Source: an optimization exercise on an open RTL-to-GDS flow (aim: small area, a short achievable clock period and few clock cycles). Production flows keep margins and buffers that such runs may drop. Function was checked by simulation only, so behaviour that the tests miss may differ from the original. Power and IR drop assume default switching activity.

[run.sh]
#!/bin/bash
# synth_recipe.tcl (not shown) runs the flow's synth.tcl, then flattens the netlist and writes it again
# the make line also repeats each setting of config.mk as NAME=value (left out here)
make -C /OpenROAD-flow-scripts/flow DESIGN_CONFIG=/design/flow/config.mk WORK_HOME=/design/flow/orfs CLKGATE_MAP_FILE= SYNTH_SCRIPT=/design/flow/synth_recipe.tcl finish
[config.mk]
export PLATFORM = sky130hd
export DESIGN_NAME = systolic_matvec
export DESIGN_NICKNAME = systolic_matvec
export VERILOG_FILES = /design/flow/design.v
export SDC_FILE = /design/flow/constraint.sdc
export NUM_CORES = 4
export LEC_CHECK = 0
export CAP_MARGIN = 20
export CORE_MARGIN = 2
export CORE_UTILIZATION = 40
export SLEW_MARGIN = 20
[constraint.sdc]
create_clock -name core_clock -period 11.0 [get_ports {clk}]
set_input_delay 2.2000 -clock core_clock [delete_from_list [all_inputs] [get_ports {clk}]]
set_output_delay 2.2000 -clock core_clock [all_outputs]
set_load 0.01 [all_outputs]
[design.v]
module smv_lane #(
   parameter bit INV = 1'b0         
) (
   input  logic          clk,
   input  logic          gate_i,    
   input  logic [7:0]    one_i,
   input  logic [7:0]    two_i,
   input  logic [7:0]    neg_i,
   input  logic [15:0]   w,
   output logic [39:0]   acc,
   output logic [6-1:0] cy
);
   logic            gate;
   logic [7:0]      one, two, neg;
   logic [39:0]     ag;
   logic [6-1:0] cg;
   logic [16:0]     pp [8];
   logic [39:0]     rs, rc;
   logic [39:0]     an;
   logic [6-1:0] cn;
   assign gate = gate_i ^ INV;
   assign one  = one_i ^ {8{INV}};
   assign two  = two_i ^ {8{INV}};
   assign neg  = neg_i ^ {8{INV}};
   assign ag   = acc & {40{~gate}};
   assign cg = cy & {6{~gate}};
   always_comb begin
      for (int j = 0; j < 8; j++) begin
         for (int b = 0; b < 17; b++) begin
            logic wb, wl, r;
            wb = (b < 16) ? w[b] : w[15];
            wl = (b > 0) ? w[b-1] : 1'b0;
            r  = ((one[j] & wb) | (two[j] & wl)) ^ neg[j];
            pp[j][b] = (b == 16) ? ~r : r;
         end
      end
   end
   logic t_s0;
   logic t_c0;
   logic t_s1;
   logic t_c1;
   logic t_s2;
   logic t_c2;
   logic t_s3;
   logic t_c3;
   logic t_s4;
   logic t_c4;
   logic t_s5;
   logic t_c5;
   logic t_s6;
   logic t_c6;
   logic t_s7;
   logic t_c7;
   logic t_s8;
   logic t_c8;
   logic t_s9;
   logic t_c9;
   logic t_s10;
   logic t_c10;
   logic t_s11;
   logic t_c11;
   logic t_s12;
   logic t_c12;
   logic t_s13;
   logic t_c13;
   logic t_s14;
   logic t_c14;
   logic t_s15;
   logic t_c15;
   logic t_s16;
   logic t_c16;
   logic t_s17;
   logic t_c17;
   logic t_s18;
   logic t_c18;
   logic t_s19;
   logic t_c19;
   logic t_s20;
   logic t_c20;
   logic t_s21;
   logic t_c21;
   logic t_s22;
   logic t_c22;
   logic t_s23;
   logic t_c23;
   logic t_s24;
   logic t_c24;
   logic t_s25;
   logic t_c25;
   logic t_s26;
   logic t_c26;
   logic t_s27;
   logic t_c27;
   logic t_s28;
   logic t_c28;
   logic t_s29;
   logic t_c29;
   logic t_s30;
   logic t_c30;
   logic t_s31;
   logic t_c31;
   logic t_s32;
   logic t_c32;
   logic t_s33;
   logic t_c33;
   logic t_s34;
   logic t_c34;
   logic t_s35;
   logic t_c35;
   logic t_s36;
   logic t_c36;
   logic t_s37;
   logic t_c37;
   logic t_s38;
   logic t_c38;
   logic t_s39;
   logic t_c39;
   logic t_s40;
   logic t_c40;
   logic t_s41;
   logic t_c41;
   logic t_s42;
   logic t_c42;
   logic t_s43;
   logic t_c43;
   logic t_s44;
   logic t_c44;
   logic t_s45;
   logic t_c45;
   logic t_s46;
   logic t_c46;
   logic t_s47;
   logic t_c47;
   logic t_s48;
   logic t_c48;
   logic t_s49;
   logic t_c49;
   logic t_s50;
   logic t_c50;
   logic t_s51;
   logic t_c51;
   logic t_s52;
   logic t_c52;
   logic t_s53;
   logic t_c53;
   logic t_s54;
   logic t_c54;
   logic t_s55;
   logic t_c55;
   logic t_s56;
   logic t_c56;
   logic t_s57;
   logic t_c57;
   logic t_s58;
   logic t_c58;
   logic t_s59;
   logic t_c59;
   logic t_s60;
   logic t_c60;
   logic t_s61;
   logic t_c61;
   logic t_s62;
   logic t_c62;
   logic t_s63;
   logic t_c63;
   logic t_s64;
   logic t_c64;
   logic t_s65;
   logic t_c65;
   logic t_s66;
   logic t_c66;
   logic t_s67;
   logic t_c67;
   logic t_s68;
   logic t_c68;
   logic t_s69;
   logic t_c69;
   logic t_s70;
   logic t_c70;
   logic t_s71;
   logic t_c71;
   logic t_s72;
   logic t_c72;
   logic t_s73;
   logic t_c73;
   logic t_s74;
   logic t_c74;
   logic t_s75;
   logic t_c75;
   logic t_s76;
   logic t_c76;
   logic t_s77;
   logic t_c77;
   logic t_s78;
   logic t_c78;
   logic t_s79;
   logic t_c79;
   logic t_s80;
   logic t_c80;
   logic t_s81;
   logic t_c81;
   logic t_s82;
   logic t_c82;
   logic t_s83;
   logic t_c83;
   logic t_s84;
   logic t_c84;
   logic t_s85;
   logic t_c85;
   logic t_s86;
   logic t_c86;
   logic t_s87;
   logic t_c87;
   logic t_s88;
   logic t_c88;
   logic t_s89;
   logic t_c89;
   logic t_s90;
   logic t_c90;
   logic t_s91;
   logic t_c91;
   logic t_s92;
   logic t_c92;
   logic t_s93;
   logic t_c93;
   logic t_s94;
   logic t_c94;
   logic t_s95;
   logic t_c95;
   logic t_s96;
   logic t_c96;
   logic t_s97;
   logic t_c97;
   logic t_s98;
   logic t_c98;
   logic t_s99;
   logic t_c99;
   logic t_s100;
   logic t_c100;
   logic t_s101;
   logic t_c101;
   logic t_s102;
   logic t_c102;
   logic t_s103;
   logic t_c103;
   logic t_s104;
   logic t_c104;
   logic t_s105;
   logic t_c105;
   logic t_s106;
   logic t_c106;
   logic t_s107;
   logic t_c107;
   logic t_s108;
   logic t_c108;
   logic t_s109;
   logic t_c109;
   logic t_s110;
   logic t_c110;
   logic t_s111;
   logic t_c111;
   logic t_s112;
   logic t_c112;
   logic t_s113;
   logic t_c113;
   logic t_s114;
   logic t_c114;
   logic t_s115;
   logic t_c115;
   logic t_s116;
   logic t_c116;
   logic t_s117;
   logic t_c117;
   logic t_s118;
   logic t_c118;
   assign t_s0 = ag[10] ^ pp[0][10];
   assign t_c0 = ag[10] & pp[0][10];
   assign t_s1 = ag[11] ^ pp[0][11] ^ pp[1][9];
   assign t_c1 = (ag[11] & pp[0][11]) | (ag[11] & pp[1][9]) | (pp[0][11] & pp[1][9]);
   assign t_s2 = ag[12] ^ cg[1] ^ pp[0][12];
   assign t_c2 = (ag[12] & cg[1]) | (ag[12] & pp[0][12]) | (cg[1] & pp[0][12]);
   assign t_s3 = pp[1][10] ^ pp[2][8] ^ pp[3][6];
   assign t_c3 = (pp[1][10] & pp[2][8]) | (pp[1][10] & pp[3][6]) | (pp[2][8] & pp[3][6]);
   assign t_s4 = ag[13] ^ pp[0][13] ^ pp[1][11];
   assign t_c4 = (ag[13] & pp[0][13]) | (ag[13] & pp[1][11]) | (pp[0][13] & pp[1][11]);
   assign t_s5 = pp[2][9] ^ pp[3][7] ^ pp[4][5];
   assign t_c5 = (pp[2][9] & pp[3][7]) | (pp[2][9] & pp[4][5]) | (pp[3][7] & pp[4][5]);
   assign t_s6 = ag[14] ^ pp[0][14] ^ pp[1][12];
   assign t_c6 = (ag[14] & pp[0][14]) | (ag[14] & pp[1][12]) | (pp[0][14] & pp[1][12]);
   assign t_s7 = pp[2][10] ^ pp[3][8] ^ pp[4][6];
   assign t_c7 = (pp[2][10] & pp[3][8]) | (pp[2][10] & pp[4][6]) | (pp[3][8] & pp[4][6]);
   assign t_s8 = pp[5][4] ^ pp[6][2];
   assign t_c8 = pp[5][4] & pp[6][2];
   assign t_s9 = ag[15] ^ pp[0][15] ^ pp[1][13];
   assign t_c9 = (ag[15] & pp[0][15]) | (ag[15] & pp[1][13]) | (pp[0][15] & pp[1][13]);
   assign t_s10 = pp[2][11] ^ pp[3][9] ^ pp[4][7];
   assign t_c10 = (pp[2][11] & pp[3][9]) | (pp[2][11] & pp[4][7]) | (pp[3][9] & pp[4][7]);
   assign t_s11 = pp[5][5] ^ pp[6][3] ^ pp[7][1];
   assign t_c11 = (pp[5][5] & pp[6][3]) | (pp[5][5] & pp[7][1]) | (pp[6][3] & pp[7][1]);
   assign t_s12 = ag[16] ^ pp[0][16] ^ pp[1][14];
   assign t_c12 = (ag[16] & pp[0][16]) | (ag[16] & pp[1][14]) | (pp[0][16] & pp[1][14]);
   assign t_s13 = pp[2][12] ^ pp[3][10] ^ pp[4][8];
   assign t_c13 = (pp[2][12] & pp[3][10]) | (pp[2][12] & pp[4][8]) | (pp[3][10] & pp[4][8]);
   assign t_s14 = pp[5][6] ^ pp[6][4] ^ pp[7][2];
   assign t_c14 = (pp[5][6] & pp[6][4]) | (pp[5][6] & pp[7][2]) | (pp[6][4] & pp[7][2]);
   assign t_s15 = ag[17] ^ pp[1][15] ^ pp[2][13];
   assign t_c15 = (ag[17] & pp[1][15]) | (ag[17] & pp[2][13]) | (pp[1][15] & pp[2][13]);
   assign t_s16 = pp[3][11] ^ pp[4][9] ^ pp[5][7];
   assign t_c16 = (pp[3][11] & pp[4][9]) | (pp[3][11] & pp[5][7]) | (pp[4][9] & pp[5][7]);
   assign t_s17 = pp[6][5] ^ pp[7][3];
   assign t_c17 = pp[6][5] & pp[7][3];
   assign t_s18 = ag[18] ^ cg[2] ^ pp[1][16];
   assign t_c18 = (ag[18] & cg[2]) | (ag[18] & pp[1][16]) | (cg[2] & pp[1][16]);
   assign t_s19 = pp[2][14] ^ pp[3][12] ^ pp[4][10];
   assign t_c19 = (pp[2][14] & pp[3][12]) | (pp[2][14] & pp[4][10]) | (pp[3][12] & pp[4][10]);
   assign t_s20 = pp[5][8] ^ pp[6][6] ^ pp[7][4];
   assign t_c20 = (pp[5][8] & pp[6][6]) | (pp[5][8] & pp[7][4]) | (pp[6][6] & pp[7][4]);
   assign t_s21 = ag[19] ^ pp[2][15] ^ pp[3][13];
   assign t_c21 = (ag[19] & pp[2][15]) | (ag[19] & pp[3][13]) | (pp[2][15] & pp[3][13]);
   assign t_s22 = pp[4][11] ^ pp[5][9] ^ pp[6][7];
   assign t_c22 = (pp[4][11] & pp[5][9]) | (pp[4][11] & pp[6][7]) | (pp[5][9] & pp[6][7]);
   assign t_s23 = ag[20] ^ pp[2][16] ^ pp[3][14];
   assign t_c23 = (ag[20] & pp[2][16]) | (ag[20] & pp[3][14]) | (pp[2][16] & pp[3][14]);
   assign t_s24 = pp[4][12] ^ pp[5][10];
   assign t_c24 = pp[4][12] & pp[5][10];
   assign t_s25 = ag[21] ^ pp[3][15] ^ pp[4][13];
   assign t_c25 = (ag[21] & pp[3][15]) | (ag[21] & pp[4][13]) | (pp[3][15] & pp[4][13]);
   assign t_s26 = ag[22] ^ pp[3][16];
   assign t_c26 = ag[22] & pp[3][16];
   assign t_s27 = ag[6] ^ cg[0] ^ pp[0][6];
   assign t_c27 = (ag[6] & cg[0]) | (ag[6] & pp[0][6]) | (cg[0] & pp[0][6]);
   assign t_s28 = ag[7] ^ pp[0][7] ^ pp[1][5];
   assign t_c28 = (ag[7] & pp[0][7]) | (ag[7] & pp[1][5]) | (pp[0][7] & pp[1][5]);
   assign t_s29 = ag[8] ^ pp[0][8] ^ pp[1][6];
   assign t_c29 = (ag[8] & pp[0][8]) | (ag[8] & pp[1][6]) | (pp[0][8] & pp[1][6]);
   assign t_s30 = pp[2][4] ^ pp[3][2];
   assign t_c30 = pp[2][4] & pp[3][2];
   assign t_s31 = ag[9] ^ pp[0][9] ^ pp[1][7];
   assign t_c31 = (ag[9] & pp[0][9]) | (ag[9] & pp[1][7]) | (pp[0][9] & pp[1][7]);
   assign t_s32 = pp[2][5] ^ pp[3][3] ^ pp[4][1];
   assign t_c32 = (pp[2][5] & pp[3][3]) | (pp[2][5] & pp[4][1]) | (pp[3][3] & pp[4][1]);
   assign t_s33 = pp[1][8] ^ pp[2][6] ^ pp[3][4];
   assign t_c33 = (pp[1][8] & pp[2][6]) | (pp[1][8] & pp[3][4]) | (pp[2][6] & pp[3][4]);
   assign t_s34 = pp[4][2] ^ pp[5][0] ^ t_s0;
   assign t_c34 = (pp[4][2] & pp[5][0]) | (pp[4][2] & t_s0) | (pp[5][0] & t_s0);
   assign t_s35 = pp[2][7] ^ pp[3][5] ^ pp[4][3];
   assign t_c35 = (pp[2][7] & pp[3][5]) | (pp[2][7] & pp[4][3]) | (pp[3][5] & pp[4][3]);
   assign t_s36 = pp[5][1] ^ t_c0 ^ t_s1;
   assign t_c36 = (pp[5][1] & t_c0) | (pp[5][1] & t_s1) | (t_c0 & t_s1);
   assign t_s37 = pp[4][4] ^ pp[5][2] ^ pp[6][0];
   assign t_c37 = (pp[4][4] & pp[5][2]) | (pp[4][4] & pp[6][0]) | (pp[5][2] & pp[6][0]);
   assign t_s38 = t_c1 ^ t_s2 ^ t_s3;
   assign t_c38 = (t_c1 & t_s2) | (t_c1 & t_s3) | (t_s2 & t_s3);
   assign t_s39 = pp[5][3] ^ pp[6][1] ^ t_c2;
   assign t_c39 = (pp[5][3] & pp[6][1]) | (pp[5][3] & t_c2) | (pp[6][1] & t_c2);
   assign t_s40 = t_c3 ^ t_s4 ^ t_s5;
   assign t_c40 = (t_c3 & t_s4) | (t_c3 & t_s5) | (t_s4 & t_s5);
   assign t_s41 = pp[7][0] ^ t_s8 ^ t_c4;
   assign t_c41 = (pp[7][0] & t_s8) | (pp[7][0] & t_c4) | (t_s8 & t_c4);
   assign t_s42 = t_c5 ^ t_s6 ^ t_s7;
   assign t_c42 = (t_c5 & t_s6) | (t_c5 & t_s7) | (t_s6 & t_s7);
   assign t_s43 = t_c8 ^ t_c6 ^ t_c7;
   assign t_c43 = (t_c8 & t_c6) | (t_c8 & t_c7) | (t_c6 & t_c7);
   assign t_s44 = t_s9 ^ t_s10 ^ t_s11;
   assign t_c44 = (t_s9 & t_s10) | (t_s9 & t_s11) | (t_s10 & t_s11);
   assign t_s45 = t_c9 ^ t_c10 ^ t_c11;
   assign t_c45 = (t_c9 & t_c10) | (t_c9 & t_c11) | (t_c10 & t_c11);
   assign t_s46 = t_s12 ^ t_s13 ^ t_s14;
   assign t_c46 = (t_s12 & t_s13) | (t_s12 & t_s14) | (t_s13 & t_s14);
   assign t_s47 = t_s17 ^ t_c12 ^ t_c13;
   assign t_c47 = (t_s17 & t_c12) | (t_s17 & t_c13) | (t_c12 & t_c13);
   assign t_s48 = t_c14 ^ t_s15 ^ t_s16;
   assign t_c48 = (t_c14 & t_s15) | (t_c14 & t_s16) | (t_s15 & t_s16);
   assign t_s49 = t_c17 ^ t_c15 ^ t_c16;
   assign t_c49 = (t_c17 & t_c15) | (t_c17 & t_c16) | (t_c15 & t_c16);
   assign t_s50 = t_s18 ^ t_s19 ^ t_s20;
   assign t_c50 = (t_s18 & t_s19) | (t_s18 & t_s20) | (t_s19 & t_s20);
   assign t_s51 = pp[7][5] ^ t_c18 ^ t_c19;
   assign t_c51 = (pp[7][5] & t_c18) | (pp[7][5] & t_c19) | (t_c18 & t_c19);
   assign t_s52 = t_c20 ^ t_s21 ^ t_s22;
   assign t_c52 = (t_c20 & t_s21) | (t_c20 & t_s22) | (t_s21 & t_s22);
   assign t_s53 = pp[6][8] ^ pp[7][6] ^ t_s24;
   assign t_c53 = (pp[6][8] & pp[7][6]) | (pp[6][8] & t_s24) | (pp[7][6] & t_s24);
   assign t_s54 = t_c21 ^ t_c22 ^ t_s23;
   assign t_c54 = (t_c21 & t_c22) | (t_c21 & t_s23) | (t_c22 & t_s23);
   assign t_s55 = pp[5][11] ^ pp[6][9] ^ pp[7][7];
   assign t_c55 = (pp[5][11] & pp[6][9]) | (pp[5][11] & pp[7][7]) | (pp[6][9] & pp[7][7]);
   assign t_s56 = t_c24 ^ t_c23 ^ t_s25;
   assign t_c56 = (t_c24 & t_c23) | (t_c24 & t_s25) | (t_c23 & t_s25);
   assign t_s57 = pp[4][14] ^ pp[5][12] ^ pp[6][10];
   assign t_c57 = (pp[4][14] & pp[5][12]) | (pp[4][14] & pp[6][10]) | (pp[5][12] & pp[6][10]);
   assign t_s58 = pp[7][8] ^ t_s26 ^ t_c25;
   assign t_c58 = (pp[7][8] & t_s26) | (pp[7][8] & t_c25) | (t_s26 & t_c25);
   assign t_s59 = ag[23] ^ pp[4][15] ^ pp[5][13];
   assign t_c59 = (ag[23] & pp[4][15]) | (ag[23] & pp[5][13]) | (pp[4][15] & pp[5][13]);
   assign t_s60 = pp[6][11] ^ pp[7][9] ^ t_c26;
   assign t_c60 = (pp[6][11] & pp[7][9]) | (pp[6][11] & t_c26) | (pp[7][9] & t_c26);
   assign t_s61 = ag[24] ^ cg[3] ^ pp[4][16];
   assign t_c61 = (ag[24] & cg[3]) | (ag[24] & pp[4][16]) | (cg[3] & pp[4][16]);
   assign t_s62 = pp[5][14] ^ pp[6][12] ^ pp[7][10];
   assign t_c62 = (pp[5][14] & pp[6][12]) | (pp[5][14] & pp[7][10]) | (pp[6][12] & pp[7][10]);
   assign t_s63 = ag[25] ^ pp[5][15] ^ pp[6][13];
   assign t_c63 = (ag[25] & pp[5][15]) | (ag[25] & pp[6][13]) | (pp[5][15] & pp[6][13]);
   assign t_s64 = ag[26] ^ pp[5][16];
   assign t_c64 = ag[26] & pp[5][16];
   assign t_s65 = ag[4] ^ pp[0][4];
   assign t_c65 = ag[4] & pp[0][4];
   assign t_s66 = ag[5] ^ pp[0][5] ^ pp[1][3];
   assign t_c66 = (ag[5] & pp[0][5]) | (ag[5] & pp[1][3]) | (pp[0][5] & pp[1][3]);
   assign t_s67 = pp[1][4] ^ pp[2][2] ^ pp[3][0];
   assign t_c67 = (pp[1][4] & pp[2][2]) | (pp[1][4] & pp[3][0]) | (pp[2][2] & pp[3][0]);
   assign t_s68 = pp[2][3] ^ pp[3][1] ^ t_c27;
   assign t_c68 = (pp[2][3] & pp[3][1]) | (pp[2][3] & t_c27) | (pp[3][1] & t_c27);
   assign t_s69 = pp[4][0] ^ t_s30 ^ t_c28;
   assign t_c69 = (pp[4][0] & t_s30) | (pp[4][0] & t_c28) | (t_s30 & t_c28);
   assign t_s70 = t_c30 ^ t_c29 ^ t_s31;
   assign t_c70 = (t_c30 & t_c29) | (t_c30 & t_s31) | (t_c29 & t_s31);
   assign t_s71 = t_c31 ^ t_c32 ^ t_s33;
   assign t_c71 = (t_c31 & t_c32) | (t_c31 & t_s33) | (t_c32 & t_s33);
   assign t_s72 = t_c33 ^ t_s35 ^ t_c34;
   assign t_c72 = (t_c33 & t_s35) | (t_c33 & t_c34) | (t_s35 & t_c34);
   assign t_s73 = t_c35 ^ t_s37 ^ t_c36;
   assign t_c73 = (t_c35 & t_s37) | (t_c35 & t_c36) | (t_s37 & t_c36);
   assign t_s74 = t_c37 ^ t_s39 ^ t_c38;
   assign t_c74 = (t_c37 & t_s39) | (t_c37 & t_c38) | (t_s39 & t_c38);
   assign t_s75 = t_c39 ^ t_s41 ^ t_c40;
   assign t_c75 = (t_c39 & t_s41) | (t_c39 & t_c40) | (t_s41 & t_c40);
   assign t_s76 = t_c41 ^ t_s43 ^ t_c42;
   assign t_c76 = (t_c41 & t_s43) | (t_c41 & t_c42) | (t_s43 & t_c42);
   assign t_s77 = t_c43 ^ t_s45 ^ t_c44;
   assign t_c77 = (t_c43 & t_s45) | (t_c43 & t_c44) | (t_s45 & t_c44);
   assign t_s78 = t_c45 ^ t_s47 ^ t_c46;
   assign t_c78 = (t_c45 & t_s47) | (t_c45 & t_c46) | (t_s47 & t_c46);
   assign t_s79 = t_c47 ^ t_s49 ^ t_c48;
   assign t_c79 = (t_c47 & t_s49) | (t_c47 & t_c48) | (t_s49 & t_c48);
   assign t_s80 = t_c49 ^ t_s51 ^ t_c50;
   assign t_c80 = (t_c49 & t_s51) | (t_c49 & t_c50) | (t_s51 & t_c50);
   assign t_s81 = t_s53 ^ t_c51 ^ t_c52;
   assign t_c81 = (t_s53 & t_c51) | (t_s53 & t_c52) | (t_c51 & t_c52);
   assign t_s82 = t_s55 ^ t_c53 ^ t_c54;
   assign t_c82 = (t_s55 & t_c53) | (t_s55 & t_c54) | (t_c53 & t_c54);
   assign t_s83 = t_c55 ^ t_s57 ^ t_s58;
   assign t_c83 = (t_c55 & t_s57) | (t_c55 & t_s58) | (t_s57 & t_s58);
   assign t_s84 = t_c57 ^ t_s59 ^ t_s60;
   assign t_c84 = (t_c57 & t_s59) | (t_c57 & t_s60) | (t_s59 & t_s60);
   assign t_s85 = t_c59 ^ t_s61 ^ t_s62;
   assign t_c85 = (t_c59 & t_s61) | (t_c59 & t_s62) | (t_s61 & t_s62);
   assign t_s86 = pp[7][11] ^ t_c61 ^ t_c62;
   assign t_c86 = (pp[7][11] & t_c61) | (pp[7][11] & t_c62) | (t_c61 & t_c62);
   assign t_s87 = pp[6][14] ^ pp[7][12] ^ t_s64;
   assign t_c87 = (pp[6][14] & pp[7][12]) | (pp[6][14] & t_s64) | (pp[7][12] & t_s64);
   assign t_s88 = ag[27] ^ pp[6][15] ^ pp[7][13];
   assign t_c88 = (ag[27] & pp[6][15]) | (ag[27] & pp[7][13]) | (pp[6][15] & pp[7][13]);
   assign t_s89 = ag[28] ^ pp[6][16];
   assign t_c89 = ag[28] & pp[6][16];
   assign t_s90 = ag[2] ^ pp[0][2];
   assign t_c90 = ag[2] & pp[0][2];
   assign t_s91 = ag[3] ^ pp[0][3] ^ pp[1][1];
   assign t_c91 = (ag[3] & pp[0][3]) | (ag[3] & pp[1][1]) | (pp[0][3] & pp[1][1]);
   assign t_s92 = pp[1][2] ^ pp[2][0] ^ t_s65;
   assign t_c92 = (pp[1][2] & pp[2][0]) | (pp[1][2] & t_s65) | (pp[2][0] & t_s65);
   assign t_s93 = pp[2][1] ^ t_c65 ^ t_s66;
   assign t_c93 = (pp[2][1] & t_c65) | (pp[2][1] & t_s66) | (t_c65 & t_s66);
   assign t_s94 = t_c66 ^ t_s67 ^ t_s27;
   assign t_c94 = (t_c66 & t_s67) | (t_c66 & t_s27) | (t_s67 & t_s27);
   assign t_s95 = t_c67 ^ t_s28 ^ t_s68;
   assign t_c95 = (t_c67 & t_s28) | (t_c67 & t_s68) | (t_s28 & t_s68);
   assign t_s96 = t_s29 ^ t_c68 ^ t_s69;
   assign t_c96 = (t_s29 & t_c68) | (t_s29 & t_s69) | (t_c68 & t_s69);
   assign t_s97 = t_s32 ^ t_c69 ^ t_s70;
   assign t_c97 = (t_s32 & t_c69) | (t_s32 & t_s70) | (t_c69 & t_s70);
   assign t_s98 = t_s34 ^ t_c70 ^ t_s71;
   assign t_c98 = (t_s34 & t_c70) | (t_s34 & t_s71) | (t_c70 & t_s71);
   assign t_s99 = t_c71 ^ t_s36 ^ t_s72;
   assign t_c99 = (t_c71 & t_s36) | (t_c71 & t_s72) | (t_s36 & t_s72);
   assign t_s100 = t_s38 ^ t_c72 ^ t_s73;
   assign t_c100 = (t_s38 & t_c72) | (t_s38 & t_s73) | (t_c72 & t_s73);
   assign t_s101 = t_s40 ^ t_c73 ^ t_s74;
   assign t_c101 = (t_s40 & t_c73) | (t_s40 & t_s74) | (t_c73 & t_s74);
   assign t_s102 = t_s42 ^ t_c74 ^ t_s75;
   assign t_c102 = (t_s42 & t_c74) | (t_s42 & t_s75) | (t_c74 & t_s75);
   assign t_s103 = t_s44 ^ t_c75 ^ t_s76;
   assign t_c103 = (t_s44 & t_c75) | (t_s44 & t_s76) | (t_c75 & t_s76);
   assign t_s104 = t_s46 ^ t_c76 ^ t_s77;
   assign t_c104 = (t_s46 & t_c76) | (t_s46 & t_s77) | (t_c76 & t_s77);
   assign t_s105 = t_s48 ^ t_c77 ^ t_s78;
   assign t_c105 = (t_s48 & t_c77) | (t_s48 & t_s78) | (t_c77 & t_s78);
   assign t_s106 = t_s50 ^ t_c78 ^ t_s79;
   assign t_c106 = (t_s50 & t_c78) | (t_s50 & t_s79) | (t_c78 & t_s79);
   assign t_s107 = t_s52 ^ t_c79 ^ t_s80;
   assign t_c107 = (t_s52 & t_c79) | (t_s52 & t_s80) | (t_c79 & t_s80);
   assign t_s108 = t_s54 ^ t_c80 ^ t_s81;
   assign t_c108 = (t_s54 & t_c80) | (t_s54 & t_s81) | (t_c80 & t_s81);
   assign t_s109 = t_s56 ^ t_c81 ^ t_s82;
   assign t_c109 = (t_s56 & t_c81) | (t_s56 & t_s82) | (t_c81 & t_s82);
   assign t_s110 = t_c56 ^ t_c82 ^ t_s83;
   assign t_c110 = (t_c56 & t_c82) | (t_c56 & t_s83) | (t_c82 & t_s83);
   assign t_s111 = t_c58 ^ t_s84 ^ t_c83;
   assign t_c111 = (t_c58 & t_s84) | (t_c58 & t_c83) | (t_s84 & t_c83);
   assign t_s112 = t_c60 ^ t_s85 ^ t_c84;
   assign t_c112 = (t_c60 & t_s85) | (t_c60 & t_c84) | (t_s85 & t_c84);
   assign t_s113 = t_s63 ^ t_s86 ^ t_c85;
   assign t_c113 = (t_s63 & t_s86) | (t_s63 & t_c85) | (t_s86 & t_c85);
   assign t_s114 = t_c63 ^ t_s87 ^ t_c86;
   assign t_c114 = (t_c63 & t_s87) | (t_c63 & t_c86) | (t_s87 & t_c86);
   assign t_s115 = t_c64 ^ t_s88 ^ t_c87;
   assign t_c115 = (t_c64 & t_s88) | (t_c64 & t_c87) | (t_s88 & t_c87);
   assign t_s116 = pp[7][14] ^ t_s89 ^ t_c88;
   assign t_c116 = (pp[7][14] & t_s89) | (pp[7][14] & t_c88) | (t_s89 & t_c88);
   assign t_s117 = ag[29] ^ pp[7][15] ^ t_c89;
   assign t_c117 = (ag[29] & pp[7][15]) | (ag[29] & t_c89) | (pp[7][15] & t_c89);
   assign t_s118 = ag[30] ^ cg[4] ^ pp[7][16];
   assign t_c118 = (ag[30] & cg[4]) | (ag[30] & pp[7][16]) | (cg[4] & pp[7][16]);
   assign rs[0] = ag[0];
   assign rc[0] = pp[0][0];
   assign rs[1] = ag[1];
   assign rc[1] = pp[0][1];
   assign rs[2] = pp[1][0];
   assign rc[2] = t_s90;
   assign rs[3] = t_c90;
   assign rc[3] = t_s91;
   assign rs[4] = t_c91;
   assign rc[4] = t_s92;
   assign rs[5] = t_c92;
   assign rc[5] = t_s93;
   assign rs[6] = t_c93;
   assign rc[6] = t_s94;
   assign rs[7] = t_c94;
   assign rc[7] = t_s95;
   assign rs[8] = t_c95;
   assign rc[8] = t_s96;
   assign rs[9] = t_c96;
   assign rc[9] = t_s97;
   assign rs[10] = t_c97;
   assign rc[10] = t_s98;
   assign rs[11] = t_c98;
   assign rc[11] = t_s99;
   assign rs[12] = t_c99;
   assign rc[12] = t_s100;
   assign rs[13] = t_c100;
   assign rc[13] = t_s101;
   assign rs[14] = t_c101;
   assign rc[14] = t_s102;
   assign rs[15] = t_c102;
   assign rc[15] = t_s103;
   assign rs[16] = t_c103;
   assign rc[16] = t_s104;
   assign rs[17] = t_c104;
   assign rc[17] = t_s105;
   assign rs[18] = t_c105;
   assign rc[18] = t_s106;
   assign rs[19] = t_c106;
   assign rc[19] = t_s107;
   assign rs[20] = t_c107;
   assign rc[20] = t_s108;
   assign rs[21] = t_c108;
   assign rc[21] = t_s109;
   assign rs[22] = t_c109;
   assign rc[22] = t_s110;
   assign rs[23] = t_c110;
   assign rc[23] = t_s111;
   assign rs[24] = t_s112;
   assign rc[24] = t_c111;
   assign rs[25] = t_s113;
   assign rc[25] = t_c112;
   assign rs[26] = t_c113;
   assign rc[26] = t_s114;
   assign rs[27] = t_s115;
   assign rc[27] = t_c114;
   assign rs[28] = t_s116;
   assign rc[28] = t_c115;
   assign rs[29] = t_s117;
   assign rc[29] = t_c116;
   assign rs[30] = t_s118;
   assign rc[30] = t_c117;
   assign rs[31] = ag[31];
   assign rc[31] = t_c118;
   assign rs[32] = ag[32];
   assign rc[32] = 1'b0;
   assign rs[33] = ag[33];
   assign rc[33] = 1'b0;
   assign rs[34] = ag[34];
   assign rc[34] = 1'b0;
   assign rs[35] = ag[35];
   assign rc[35] = 1'b0;
   assign rs[36] = ag[36];
   assign rc[36] = cg[5];
   assign rs[37] = ag[37];
   assign rc[37] = 1'b0;
   assign rs[38] = ag[38];
   assign rc[38] = 1'b0;
   assign rs[39] = ag[39];
   assign rc[39] = 1'b0;
   assign {cn[0], an[5:0]} = {1'b0, rs[5:0]} + {1'b0, rc[5:0]};
   assign {cn[1], an[11:6]} = {1'b0, rs[11:6]} + {1'b0, rc[11:6]};
   assign {cn[2], an[17:12]} = {1'b0, rs[17:12]} + {1'b0, rc[17:12]};
   assign {cn[3], an[23:18]} = {1'b0, rs[23:18]} + {1'b0, rc[23:18]};
   assign {cn[4], an[29:24]} = {1'b0, rs[29:24]} + {1'b0, rc[29:24]};
   assign {cn[5], an[35:30]} = {1'b0, rs[35:30]} + {1'b0, rc[35:30]};
   assign an[39:36] = rs[39:36] + rc[39:36];
   always_ff @(posedge clk) begin
      acc <= an;
      cy  <= cn;
   end
endmodule
module systolic_matvec (
   input  logic         clk,
   input  logic         reset,
   input  logic         in_valid,
   output logic         in_ready,
   input  logic [15:0]  in_data,
   input  logic [127:0] in_weight,
   input  logic         in_last,
   output logic         out_valid,
   input  logic         out_ready,
   output logic [39:0]  out_data,
   output logic [2:0]   out_index,
   output logic         out_last,
   output logic         busy
);
   localparam int NC = 6;
   logic        ir;         
   logic        v1;         
   logic        l1;         
   logic        open_q;     
   logic        done_q;     
   logic        fresh_q;    
   logic        gate_q;     
   logic        bval;       
   logic [2:0]  k;          
   logic        ov;         
   logic        busy_q;
   logic        accept, xfer, mv;
   logic        l1_n, open_n, done_n, fresh_n, bval_n, ov_n;
   assign accept = in_valid & ir & reset;
   assign xfer   = done_q & ~bval;
   assign mv     = bval & (~ov | out_ready);
   always_comb begin
      l1_n    = accept & in_last;
      open_n  = accept ? ~in_last : open_q;
      done_n  = l1 ? 1'b1 : (xfer ? 1'b0 : done_q);
      fresh_n = v1 ? 1'b0 : (fresh_q | xfer);
      bval_n  = xfer ? 1'b1 : ((mv && k == 3'd7) ? 1'b0 : bval);
      ov_n    = mv ? 1'b1 : (out_ready ? 1'b0 : ov);
   end
   logic [7:0]   one1, two1, neg1;
   logic [7:0]   one1n, two1n, neg1n;
   logic         gate_qn;
   logic [127:0] w1;
   logic [7:0]   one_e, two_e, neg_e;
   always_comb begin
      for (int j = 0; j < 8; j++) begin
         logic bh, bm, bl;
         bh = in_data[2*j+1];
         bm = in_data[2*j];
         bl = (j > 0) ? in_data[2*j-1] : 1'b0;
         one_e[j] = accept & (bm ^ bl);
         two_e[j] = accept & ((bh & ~bm & ~bl) | (~bh & bm & bl));
         neg_e[j] = accept & bh & ~(bm & bl);
      end
   end
   always_ff @(posedge clk) begin
      w1   <= in_weight;
      one1 <= one_e;
      two1 <= two_e;
      neg1 <= neg_e;
      one1n <= ~one_e;
      two1n <= ~two_e;
      neg1n <= ~neg_e;
   end
   logic [39:0]   acc [8];
   logic [NC-1:0] cy  [8];
   for (genvar i = 0; i < 8; i++) begin : g_lane
      smv_lane #(.INV(i >= 4)) u_lane (
         .clk   (clk),
         .gate_i(i >= 4 ? gate_qn : gate_q),
         .one_i (i >= 4 ? one1n : one1),
         .two_i (i >= 4 ? two1n : two1),
         .neg_i (i >= 4 ? neg1n : neg1),
         .w     (w1[i*16 +: 16]),
         .acc   (acc[i]),
         .cy    (cy[i])
      );
   end
   localparam logic [39:0] KCONST = 40'hffaaab0000;
   logic [39:0] c_acc;
   logic [39:0] kn;
   always_comb begin
      kn = KCONST;
      for (int j = 0; j < 8; j++) kn[2*j] = neg1[j];
   end
   always_ff @(posedge clk) begin
      c_acc <= (gate_q ? 40'd0 : c_acc) + kn;
   end
   logic [39:0]   b_acc [8];
   logic [NC-1:0] b_cy  [8];
   logic [39:0]   b_c;
   always_ff @(posedge clk) begin
      if (xfer) begin
         for (int i = 0; i < 8; i++) begin
            b_acc[i] <= acc[i];
            b_cy[i]  <= cy[i];
         end
         b_c <= c_acc;
      end
   end
   logic [39:0] od;
   logic [2:0]  oi;
   logic        ol;
   logic [39:0] sel_acc;
   logic [NC-1:0] sel_cy;
   logic [39:0] res;
   assign sel_acc = b_acc[k];
   assign sel_cy  = b_cy[k];
   always_comb begin
      logic [39:0] cv;
      cv = '0;
      cv[6] = sel_cy[0];
      cv[12] = sel_cy[1];
      cv[18] = sel_cy[2];
      cv[24] = sel_cy[3];
      cv[30] = sel_cy[4];
      cv[36] = sel_cy[5];
      res = sel_acc + cv + b_c;
   end
   always_ff @(posedge clk) begin
      if (mv) begin
         od <= res;
         oi <= k;
         ol <= (k == 3'd7);
      end
   end
   always_ff @(posedge clk) begin
      if (!reset) begin
         ir      <= 1'b1;
         v1      <= 1'b0;
         l1      <= 1'b0;
         open_q  <= 1'b0;
         done_q  <= 1'b0;
         fresh_q <= 1'b1;
         gate_q  <= 1'b1;
         gate_qn <= 1'b0;
         bval    <= 1'b0;
         k       <= 3'd0;
         ov      <= 1'b0;
         busy_q  <= 1'b0;
      end else begin
         v1      <= accept;
         l1      <= l1_n;
         open_q  <= open_n;
         done_q  <= done_n;
         fresh_q <= fresh_n;
         gate_q  <= fresh_n | (done_n & ~bval_n);
         gate_qn <= ~(fresh_n | (done_n & ~bval_n));
         bval    <= bval_n;
         if (xfer) k <= 3'd0;
         else if (mv) k <= k + 3'd1;
         ov      <= ov_n;
         ir      <= ~((done_n & (l1_n | bval_n)) | (l1_n & bval_n));
         busy_q  <= open_n | l1_n | done_n | bval_n | ov_n;
      end
   end
   assign in_ready  = ir;
   assign out_valid = ov;
   assign out_data  = od;
   assign out_index = oi;
   assign out_last  = ol;
   assign busy      = busy_q;
endmodule
==> results.ini <==
[placed_design]
io_buffers = 195
place.gp.congestion = 1.03
place_area_um2 = 89800
dpl.hpwl_um = 205000
preCtsSetupSlack_ns = 5.09

[clocking]
root_buffer = clkbuf_16
clkTransAtPathRegs_ns = 0.06
clock-sinks = 1050
htree_levels = 4
cts.hold.buffers_added = 0
clock_path_buffers = 3
post_cts_buffers = 0
cts_resized = 0
numCtsBuffers = 130
insertion_delay_ns = 0.81
cts_tree = yes

[logic_synthesis]
synthSimpleGateAreaFrac = 0.0562
ys.warnings.count = 11
synth_top_family_by_area = adder cells
synth_area_per_cell_um2 = 10.2
synth_nets = 9930
ys_seq_area_frac = 0.298
async_reset_ff_frac = 0
ys_ff_latch = 1050
synthTopCellsByArea = fa_1 22%, edfxtp_1 16%, dfxtp_1 14%
synthMuxAreaShare = 0.0110
ys_types = 80
synthCells = 8409
syn_area_um2 = 85800
synth_compound_area_frac = 0.132
yosys_most_used_dff = dfxtp_1
synth-edff-count = 452
synth_adder_area_share = 0.281
synth_top_area_cell = fa_1
yosys.area_share.xor_xnor = 0.138
yosysTopAreaCellShare = 0.216

[power]
p_leak_uw = 0.0394
power_density_nw_per_um2 = 189
ir_drop_v = 0.000200

[sta]
hold_slack_ns = 0.419
clock.fmax_ghz = 0.167
setup_viol_count_final = 0
min_period_over_period = 0.545
hold_violations = 0
tightestPinTransition_ns = 1.17
rsz0062_at_grt = no
setup_tns_ns = 0
fin_ws_ns = 5.01
finalMaxSlewViolations = 0
relSlewSlack = 0.216
finClkSkew_ns = 0.0515
period_minus_slack_ns = 5.99

[global_routing]
antenna_found_initial = 19
grt_max_degree = 174
grt_pass1_wl_um = 423000
grt_util_all_layers = 0.260
first_global_vias = 64600
grt.overflow.total = 0

[route]
num_vias = 62900
routed_wl_um = 285000
route.detailed.drc = 0
first_iter_violations = 6625
wl_per_cell_um = 25.6
ant_nets = 0
first_pass_iters = 13
vias_per_cell = 5.65

[run]
maxCapViolCount = 0

[die]
coreArea_um2 = 213000
pin_count = 196
dieArea_um2 = 218000
die_w_um = 467
rows = 169
start_util = 0.403
die_y_um = 467

[finish]
area_growth_pct = 10.4
fin_nets = 9706
drive_above_1_share = 0.0603
final_area_um2 = 94700

[setup_path]
start_kind = register
crit_required_ns = 11.53
endpoint_kind = register
critPathMaxFanout = 47
path_class = register to register
cp.arrival_ns = 6.52

[worst_hold_path]
hold_path_class = register to register

[run_status]
outcome = complete, no violations

[worst paths after layout]
kind,startpoint,to,slack [ns],cells after the start
hold reg to reg,g_lane[3].u_lane.acc[27],b_acc[3][27],0.42,0
hold / removal,g_lane[3].u_lane.acc[27],b_acc[3][27],0.42,0
setup / recovery,k[0],od[39],5.01,18
setup reg to reg,k[0],od[39],5.01,18
[metal layers]
metal,up-vias,wire length [um],GRT usage
li1,27300,-,-
met1,31800,114000,0.337
met2,3048,130000,0.411
met3,697,25800,0.0574
met4,12,14900,0.124
met5,-,78,0
[worst max-delay path, cell delays in order, from the launching register on]
cell,delay [ns]
dfxtp_1,0.36
inv_1,0.12
ha_1,0.15
and2_1,0.12
buf_4,0.49
nand2b_2,0.72
buf_4,0.56
nor2_1,0.08
a41oi_1,0.27
fa_1,0.47
ha_1,0.43
and3_1,0.22
o211ai_1,0.09
a211oi_1,0.42
o211ai_1,0.23
a31oi_1,0.41
o221ai_1,0.29
mux2i_1,0.19
nand4_1,0.08
[report_power, final]
part           internal (uW)  switching [uW]  total, uW  leakage, uW
registers               4920             848       5770      0.00911
logic                   3220            3950       7170       0.0280
clock network           2990            1930       4920      0.00237
[area by class of cell]
| type | count | area, um2 |
|---|---|---|
| fillers | 20000 | 118000 |
| multi-input cells | 5437 | 53000 |
| flip-flops and latches | 1050 | 25700 |
| inverters | 1255 | 4710 |
| clock buffers | 157 | 3530 |
| well taps | 2821 | 3530 |
| repair buffers | 311 | 2860 |
| clock inverters | 84 | 1370 |
| diodes | 9 | 22.5 |
[Yosys cell counts (79+ instances only)]
library cell	n
clkbuf_1	546
mux2_2	79
inv_1	1252
nor2_1	150
ha_1	445
a21o_1	119
edfxtp_1	452
a22oi_1	480
o21ai_0	120
xor2_1	617
a21oi_1	193
buf_1	116
o22ai_1	486
and2_1	116
dfxtp_1	598
fa_1	927
nand2_1	353
xnor2_1	731
nor2b_1	163
[cell usage in the layout (no fill, tap or decap), drive strengths merged, types with 80 or more instances in the layout]
cell           Yosys  layout
inv             1254    1266
fa               927     927
xnor2            731     731
xor2             617     617
dfxtp            598     598
o22ai            486     486
a22oi            480     480
edfxtp           452     452
ha               445     445
nand2            353     353
clkdlybuf4s50      0     195
a21oi            195     195
nor2b            163     163
clkbuf           546     157
nor2             150     150
o21ai            123     123
a21o             119     119
and2             117     117
buf              121     116
mux2              80      80
[flip-flops by register name, indices dropped and copies added, names as in the netlist, 3 cells and up]
register,count
one1n,8
c_acc,40
neg1n,8
oi,3
one1,8
b_acc,320
b_cy,48
neg1,8
two1n,8
od,40
g_lane.u_lane.acc,320
k,3
w1,128
two1,8
g_lane.u_lane.cy,48
b_c,40
[cells by family (layout without fill, tap and decap cells)]
group           count (synthesis)  after routing
other cells                     0              9
xor+xnor                     1348           1348
simple gates                  976            976
mux                            84             84
fa+ha+maj                    1372           1372
compound gates               1657           1657
buf+inv                      1922           1807
flops                        1050           1050
[per-stage QoR]
step	total power (uW)	cells	utilization
global route	19200	11100	0.445
global placement	12800	10900	0.422
finish	17900	11100	0.445
floorplan	10900	8409	-
CTS	18000	11100	0.445
detailed placement	13000	10900	0.422
Testbench counts, summed over its fixed seeds: cycles 7,183.

## what the ideal ports hide
In the flow no input, the clock included, has a driving cell. The finished layout below was timed again as built, in two steps. Step 1 (the two cells are an assumption about what drives the block):
set clk [get_ports {clk}]
set_driving_cell -lib_cell sky130_fd_sc_hd__clkbuf_16 $clk
set_driving_cell -lib_cell sky130_fd_sc_hd__buf_2 [delete_from_list [all_inputs] $clk]
Step 2 moves the port delays by t, midway between the first and last clock arrival at a register: inputs arrive t later, outputs are due t later. That takes back most of the time a late clock gives input paths. a / b / c = no drivers / after step 1 / after step 2; a / b = the first two.
t (ns): 0.874
setup slack, ns: 5.006 / 5.006 / 5.006
latest minus earliest clock arrival (ns): 0.052 / 0.052
worst data-port slew with drivers (ns): 0.23
After both steps setup and hold are still met in this run. The setup slack of this run moves by 0.000 ns with the drivers and by 0.000 ns with both steps.
